This is an optimization exercise on Yosys and OpenROAD, whose aim is small area, a short achievable clock period and few clock cycles per item, not a production implementation. The RTL was checked by simulation tests, not by an equivalence proof against the original design.

==> design.v <==
package pfa_pkg;
    localparam int unsigned FIELD_W = 30;
    localparam logic [FIELD_W-1:0] FIELD_PRIME = 30'd998244353;
    localparam logic [1:0] OP_ADD = 2'd0;
    localparam logic [1:0] OP_SUB = 2'd1;
    localparam logic [1:0] OP_MUL = 2'd2;
    localparam logic [1:0] OP_DIV = 2'd3;
endpackage
module pfa_mulmod (
    input  logic [29:0] i_acc,
    input  logic [29:0] i_x,
    input  logic [3:0]  i_d,
    output logic [29:0] o_r
);
    logic [34:0] w_w;
    logic [9:0]  w_t;
    logic [18:0] w_tm;
    logic [5:0]  w_q;
    logic [6:0]  w_q119;
    assign w_w    = {1'b0, i_acc, 4'b0} + 35'(i_x) * 35'(i_d);
    assign w_t    = w_w[34:25];
    assign w_tm   = 19'(w_t) * 19'd275;
    assign w_q    = w_tm[18:13];
    assign w_q119 = 7'(w_q * 7'd119);
    assign o_r    = w_w[29:0] - 30'(w_q) - {w_q119, 23'b0};
endmodule
module pfa_dpath (
    input  logic [29:0] i_u,
    input  logic [29:0] i_v,
    input  logic [29:0] i_r,
    input  logic [29:0] i_s,
    output logic        o_sel_u,
    output logic [29:0] o_t,
    output logic [29:0] o_z
);
    localparam logic [29:0] P = pfa_pkg::FIELD_PRIME;
    logic        w_ge;
    logic [30:0] w_duv;
    logic [30:0] w_dvu;
    logic [30:0] w_drs;
    logic [30:0] w_dsr;
    logic [29:0] w_mrs;
    logic [29:0] w_msr;
    logic [29:0] w_t;
    logic [29:0] w_z;
    logic [2:0]  w_k;
    logic [29:0] w_zs;
    logic [3:0]  w_lo;
    logic [3:0]  w_m;
    logic [10:0] w_m119;
    logic [29:0] w_add;
    assign w_duv = {1'b0, i_u} - {1'b0, i_v};
    assign w_dvu = {1'b0, i_v} - {1'b0, i_u};
    assign w_ge  = !w_duv[30];
    assign w_drs = {1'b0, i_r} - {1'b0, i_s};
    assign w_dsr = {1'b0, i_s} - {1'b0, i_r};
    assign w_mrs = w_drs[30] ? w_drs[29:0] + P : w_drs[29:0];
    assign w_msr = w_dsr[30] ? w_dsr[29:0] + P : w_dsr[29:0];
    always_comb begin
        if (!i_u[0]) begin
            o_sel_u = 1'b1;
            w_t     = i_u;
            w_z     = i_r;
        end else if (!i_v[0]) begin
            o_sel_u = 1'b0;
            w_t     = i_v;
            w_z     = i_s;
        end else if (w_ge) begin
            o_sel_u = 1'b1;
            w_t     = w_duv[29:0];
            w_z     = w_mrs;
        end else begin
            o_sel_u = 1'b0;
            w_t     = w_dvu[29:0];
            w_z     = w_msr;
        end
    end
    always_comb begin
        if (w_t[1])      w_k = 3'd1;
        else if (w_t[2]) w_k = 3'd2;
        else if (w_t[3]) w_k = 3'd3;
        else             w_k = 3'd4;
    end
    always_comb begin
        case (w_k)
            3'd1:    begin w_zs = {1'b0, w_z[29:1]};    w_lo = {3'b0, w_z[0]};   end
            3'd2:    begin w_zs = {2'b0, w_z[29:2]};    w_lo = {2'b0, w_z[1:0]}; end
            3'd3:    begin w_zs = {3'b0, w_z[29:3]};    w_lo = {1'b0, w_z[2:0]}; end
            default: begin w_zs = {4'b0, w_z[29:4]};    w_lo = w_z[3:0];         end
        endcase
        case (w_k)
            3'd1:    o_t = {1'b0, w_t[29:1]};
            3'd2:    o_t = {2'b0, w_t[29:2]};
            3'd3:    o_t = {3'b0, w_t[29:3]};
            default: o_t = {4'b0, w_t[29:4]};
        endcase
    end
    assign w_m    = 4'(-w_lo) & ((4'd1 << w_k) - 4'd1);
    assign w_m119 = 11'(w_m) * 11'd119;
    always_comb begin
        case (w_k)
            3'd1:    w_add = 30'({w_m119, 22'b0});
            3'd2:    w_add = 30'({w_m119, 21'b0});
            3'd3:    w_add = 30'({w_m119, 20'b0});
            default: w_add = 30'({w_m119, 19'b0});
        endcase
    end
    assign o_z = w_zs + w_add + 30'(w_lo != 4'd0);
endmodule
module prime_field_alu (
    input  logic        i_clk,
    input  logic        i_rst_n,
    input  logic        i_in_valid,
    output logic        o_in_ready,
    input  logic [1:0]  i_in_opcode,
    input  logic [29:0] i_in_operand_a,
    input  logic [29:0] i_in_operand_b,
    output logic        o_out_valid,
    input  logic        i_out_ready,
    output logic [29:0] o_out_result
);
    localparam logic [29:0] P = pfa_pkg::FIELD_PRIME;
    logic [29:0] r_a;
    logic [31:0] r_b;
    logic [29:0] r_s;
    logic [29:0] r_v;
    logic [1:0]  r_op;
    logic [2:0]  r_cnt;
    logic        r_busy;
    logic [29:0] r_out;
    logic        r_out_v;
    logic        w_is_as;
    logic        w_is_mul;
    logic        w_is_div;
    logic        w_u_one;
    logic        w_div_done;
    logic        w_complete;
    logic        w_out_free;
    logic        w_wr_out;
    logic        w_ready;
    logic        w_accept;
    logic        w_mul_step;
    logic        w_div_step;
    logic [30:0] w_sum;
    logic [30:0] w_dif;
    logic [29:0] w_add;
    logic [29:0] w_sub;
    logic [29:0] w_mul;
    logic [29:0] w_res;
    logic        w_sel_u;
    logic [29:0] w_t;
    logic [29:0] w_z;
    logic [30:0] w_ored;
    function automatic logic [29:0] reduce(input logic [29:0] v);
        reduce = (v >= P) ? v - P : v;
    endfunction
    assign w_is_as    = !r_op[1];
    assign w_is_mul   = (r_op == pfa_pkg::OP_MUL);
    assign w_is_div   = (r_op == pfa_pkg::OP_DIV);
    assign w_u_one    = (r_b[29:0] == 30'd1);
    assign w_div_done = w_u_one || (r_v == 30'd1) || (r_b[29:0] == 30'd0);
    assign w_complete = r_busy && (w_is_as || (w_is_mul && r_cnt == 3'd7) ||
                                   (w_is_div && w_div_done));
    assign w_out_free = !r_out_v || i_out_ready;
    assign w_wr_out   = w_complete && w_out_free;
    assign w_ready    = !r_busy || w_wr_out;
    assign w_accept   = i_in_valid && w_ready;
    assign w_mul_step = r_busy && w_is_mul && (r_cnt != 3'd7 || w_out_free);
    assign w_div_step = r_busy && w_is_div && !w_div_done;
    assign w_sum = {1'b0, r_a} + {1'b0, r_b[29:0]};
    assign w_add = (w_sum >= {1'b0, P}) ? 30'(w_sum - {1'b0, P}) : w_sum[29:0];
    assign w_dif = {1'b0, r_a} - {1'b0, r_b[29:0]};
    assign w_sub = w_dif[30] ? w_dif[29:0] + P : w_dif[29:0];
    pfa_mulmod u_mulmod (
        .i_acc (r_s),
        .i_x   (r_a),
        .i_d   (r_b[31:28]),
        .o_r   (w_mul)
    );
    pfa_dpath u_gcd (
        .i_u     (r_b[29:0]),
        .i_v     (r_v),
        .i_r     (r_a),
        .i_s     (r_s),
        .o_sel_u (w_sel_u),
        .o_t     (w_t),
        .o_z     (w_z)
    );
    always_comb begin
        case (r_op)
            pfa_pkg::OP_ADD: w_res = w_add;
            pfa_pkg::OP_SUB: w_res = w_sub;
            pfa_pkg::OP_MUL: w_res = w_mul;
            default:         w_res = w_u_one ? r_a : r_s;
        endcase
    end
    always_ff @(posedge i_clk) begin
        if (w_accept) begin
            r_a   <= reduce(i_in_operand_a);
            r_b   <= {2'b00, reduce(i_in_operand_b)};
            r_s   <= '0;
            r_v   <= P;
            r_op  <= i_in_opcode;
            r_cnt <= '0;
        end else if (w_mul_step) begin
            r_s   <= w_mul;
            r_b   <= {r_b[27:0], 4'b0};
            r_cnt <= r_cnt + 3'd1;
        end else if (w_div_step) begin
            if (w_sel_u) begin
                r_b[29:0] <= w_t;
                r_a       <= w_z;
            end else begin
                r_v <= w_t;
                r_s <= w_z;
            end
        end
        if (w_wr_out) begin
            r_out <= w_res;
        end
    end
    always_ff @(posedge i_clk) begin
        if (!i_rst_n) begin
            r_busy  <= 1'b0;
            r_out_v <= 1'b0;
        end else begin
            if (w_accept) begin
                r_busy <= 1'b1;
            end else if (w_wr_out) begin
                r_busy <= 1'b0;
            end
            if (w_wr_out) begin
                r_out_v <= 1'b1;
            end else if (i_out_ready) begin
                r_out_v <= 1'b0;
            end
        end
    end
    assign w_ored       = {1'b0, r_out} - {1'b0, P};
    assign o_in_ready   = w_ready;
    assign o_out_valid  = r_out_v;
    assign o_out_result = w_ored[30] ? r_out : w_ored[29:0];
endmodule
==> run.sh <==
#!/bin/bash
# synth_recipe.tcl (not shown) runs the flow's synth.tcl, then flattens the netlist and writes it again
# the make line also repeats each setting of config.mk as NAME=value (left out here)
make -C /OpenROAD-flow-scripts/flow DESIGN_CONFIG=/design/flow/config.mk WORK_HOME=/design/flow/orfs CLKGATE_MAP_FILE= SYNTH_SCRIPT=/design/flow/synth_recipe.tcl finish
==> config.mk <==
export PLATFORM = sky130hd
export DESIGN_NAME = prime_field_alu
export DESIGN_NICKNAME = prime_field_alu
export VERILOG_FILES = /design/flow/design.v
export SDC_FILE = /design/flow/constraint.sdc
export NUM_CORES = 4
export LEC_CHECK = 0
export CAP_MARGIN = 20
export CORE_MARGIN = 2
export CORE_UTILIZATION = 40
export SLEW_MARGIN = 20
==> constraint.sdc <==
create_clock -name core_clock -period 10.0 [get_ports {i_clk}]
set_input_delay 2.0000 -clock core_clock [delete_from_list [all_inputs] [get_ports {i_clk}]]
set_output_delay 2.0000 -clock core_clock [all_outputs]
set_load 0.01 [all_outputs]
==> flow_metrics.py <==
metrics = {
    "run_status": {
        "status": "finished with violations",
        "so_faults": "setup timing",
    },
    "worst_setup_path": {
        "cp-start-kind": "register",
        "r2r_end": "r_out[29]$_DFFE_PP_",
        "setup.worst_path.class": "reg2reg",
        "cp-end-kind": "register",
        "cp_slowest_cell": "fa_1",
        "arrival_ns": 13.28,
        "required_ns": 10.22,
        "r2r_start": "r_a[2]$_DFFE_PP_",
        "cp_common_cell": "xnor2_1",
        "crit_buf_inv": 8,
        "slowest_delay_ns": 0.55,
        "cp_top_family": "adder cells",
        "reg2reg_depth": 65,
        "crit_fanout": 4,
        "r2r_slack_ns": -3.06,
    },
    "synth": {
        "synth_edf_count": 92,
        "yosys.area.top_type": "ha_1",
        "synth_seq_area_share_pct": 12.07,
        "yosys-top-cells-area": "ha_1 13%, edfxtp_1 8.1%, xnor2_1 6.7%",
        "synth_ff_type": "edfxtp_1",
        "ys_warn_count": 2,
        "postSynthCellCount": 4677,
        "async_reset_ff_share_pct": 0,
        "ys_seq_elements": 159,
        "syn_avg_cell_area_um2": 7.270,
        "synth_top_cell_area_share_pct": 13.43,
        "synth_nets": 5192,
        "synth.distinct_cells": 115,
        "synth_area_um2": 34000,
    },
    "die": {
        "row_count": 106,
        "dieHeight_um": 295.6,
        "pin_count": 98,
        "die_x_um": 295.6,
        "core_area_um2": 83950,
        "start_util_pct": 40.50,
        "dieArea_um2": 87360,
    },
    "place": {
        "numPortBuffers": 97,
        "dp_hpwl_um": 137000,
        "pre_cts_slack_ns": -3.312,
        "routabilityCongestion": 1.065,
    },
    "timing": {
        "tightest_slew_ns": 1.253,
        "grt_setup_unrepaired": "true",
        "hold_viol": 0,
        "timing.setup.tns_ns": -132.60,
        "slew_headroom_pct": 16.35,
        "fmax_ghz": 0.07655,
        "setup_ws_ns": -3.063,
        "holdWs_ns": 0.4642,
        "maxSlewViolCount": 0,
        "period_minus_slack_ns": 13.06,
        "skew_ns": 0.01575,
        "setup_viol": 60,
        "post-route-period-util_pct": 130.6,
    },
    "route": {
        "drt_pre_antenna_iters": 6,
        "topRoutingLayerUsed": "met5",
        "drt-wirelength-per-cell_um": 26.73,
        "met1Wirelength_um": 64830,
        "antenna_left": 0,
        "drt-vias-per-instance": 6.199,
        "wl_um": 169000,
        "met3_length_um": 18140,
        "drtIter0Drc": 4469,
        "wl_met2_um": 72940,
        "drc": 0,
        "vias": 39180,
    },
    "global_routing": {
        "grt_first_pass_wirelength_um": 240600,
        "grt_max_degree": 80,
        "gr-total-overflow": 0,
        "grt_pass1_vias": 36500,
        "grtUsageTotal_pct": 37.54,
        "antenna_found_initial": 10,
    },
    "cells_and_area": {
        "post-route-util_pct": 50.47,
        "areaGrowthSynthToFinish_pct": 24.60,
        "most-common-layout-cells": "533 x buf_4, 422 x nand2_1, 407 x nor2_1",
        "fillers": 8323,
        "layout-drive-gt1-share_pct": 18.43,
        "fin_nets": 5684,
        "final_common_cell": "buf_4",
    },
    "flow_run": {
        "cap_violations": 0,
    },
    "clocking": {
        "cts_buffers": 17,
        "clk_pin_slew_ns": 0.07,
        "clockBufferDepth": 2,
        "cts_tree": "yes",
        "clock_sinks": 159,
        "cts_hold_buf": 0,
        "clk_latency_ns": 0.50,
        "cts.htree.levels": 4,
        "clock-root-buffer": "clkbuf_16",
    },
    "hold_path": {
        "whs_endpoint": "r_cnt[1]$_SDFFE_PP0P_",
        "hold_path.class": "reg2reg",
        "worstHoldPathCells": 2,
        "hp-start": "r_cnt[1]$_SDFFE_PP0P_",
    },
}
[cell type report]
type | instances | area (um2) | area share (%)
Multi-Input combinational cell | 3891 | 29120 | 68.73
Timing Repair Buffer | 678 | 5538 | 13.07
Sequential cell | 159 | 4105 | 9.689
Inverter | 422 | 1590 | 3.753
Tap cell | 1134 | 1419 | 3.349
Clock buffer | 17 | 425.4 | 1.004
Clock inverter | 15 | 157.7 | 0.3721
Antenna cell | 5 | 12.51 | 0.02953
[metal layers]
metal,track usage [%],vias to the layer above
met2,58.28,2310
met3,8.788,544
met4,24.37,8
li1,-,17730
met1,46.54,18590
met5,0,-
[sequential cells by signal, summed over array words and instances, names as in the netlist]
name / flops
r_cnt: 3
r_out: 30
r_op: 2
r_busy: 1
r_out_v: 1
r_a: 30
r_v: 30
r_s: 30
r_b: 32
[synthesized netlist by cell type, types with 17 or more instances]
cell type / count
a211o_1: 17
a211oi_1: 66
a21boi_0: 25
a21o_1: 84
a21oi_1: 365
a221oi_1: 21
a31oi_1: 42
and2_1: 90
and3_1: 34
buf_1: 21
buf_2: 19
clkbuf_1: 157
dfxtp_1: 67
edfxtp_1: 92
fa_1: 84
ha_1: 365
inv_1: 416
mux2i_1: 54
mux4_2: 18
nand2_1: 437
nand2b_1: 46
nand3_1: 141
nand4_1: 71
nor2_1: 428
nor2b_1: 34
nor3_1: 146
nor4_1: 43
o211ai_1: 49
o21a_1: 45
o21ai_0: 273
o21ai_1: 24
o21bai_1: 32
o221ai_1: 28
o22ai_1: 38
o31ai_1: 28
or2_2: 24
or3_1: 57
xnor2_1: 261
xor2_1: 128
[tightest hold or removal path, delay by kind of cell, from the launching register on]
kind,cells,cell delay (ns)
DFF,1,0.31
and+or+nand+nor,1,0.05
AOI/OAI and AO/OA,1,0.05
[worst max-delay path by stage]
stage,slack (ns),depth (start not counted),from,endpoint
floorplan,-2.71,73,r_b[29]$_DFFE_PP_,r_out[29]$_DFFE_PP_
global placement,-3.15,68,r_a[2]$_DFFE_PP_,r_out[29]$_DFFE_PP_
detailed placement,-3.31,68,r_a[2]$_DFFE_PP_,r_out[29]$_DFFE_PP_
CTS,-3.03,71,r_b[29]$_DFFE_PP_,r_out[29]$_DFFE_PP_
global route,-3.79,67,r_b[29]$_DFFE_PP_,r_out[29]$_DFFE_PP_
finish,-3.06,65,r_a[2]$_DFFE_PP_,r_out[29]$_DFFE_PP_
[per-stage QoR]
stage          area, um2  std cells
4_1_cts            41340       6292
3_3_place_gp       39810       6218
6_report           42370       6321
3_5_place_dp       39830       6219
5_1_grt            42360       6317
2_1_floorplan      34320       4677
[cell families after synthesis]
group                      Yosys count  share of synthesized area, %
and+or+nand+nor                   1647                         23.69
DFF                                159                         12.07
buffers and inverters              627                         7.080
AOI/OAI and AO/OA                 1327                         25.70
adders and majority gates          449                         18.38
xor gates and xnor gates           391                         10.13
muxes                               77                         2.947
[timing repair]
| item | in CTS | in global routing |
|---|---|---|
| buffers inserted | 42 | 35 |
| setup endpoints to repair | 60 | 61 |
| hold endpoints to repair | 0 | 0 |
| pin swaps | 90 | 83 |
| gates resized for setup | 115 | 167 |
Testbench counts, summed over its fixed seeds: cycles 16,140, items 3,200.

==> afterwards: timing with drivers on the ports <==
Ports are ideal in the flow. The routed layout listed here was re-timed in OpenROAD.
Step 1 (the two cells are an assumption about what drives the block):
set clk [get_ports {i_clk}]
set_driving_cell -lib_cell sky130_fd_sc_hd__clkbuf_16 $clk
set_driving_cell -lib_cell sky130_fd_sc_hd__buf_2 [delete_from_list [all_inputs] $clk]
Step 2 times the ports against the registers' clock, not the clock port: input delays grow and output delays shrink by t, the midpoint of the rising clock arrivals with the driver on.
Slacks: no drivers / after step 1 / after step 2; pairs: no drivers / after step 1.
shift t [ns]: 0.559
setup WS [ns]: -3.063 / -3.063 / -3.063
hold WS [ns]: 0.464 / 0.464 / 0.464
latest minus earliest clock arrival (ns): 0.016 / 0.016
For this run, drivers alone change the setup slack by 0.000 ns; drivers and shift together by 0.000 ns.
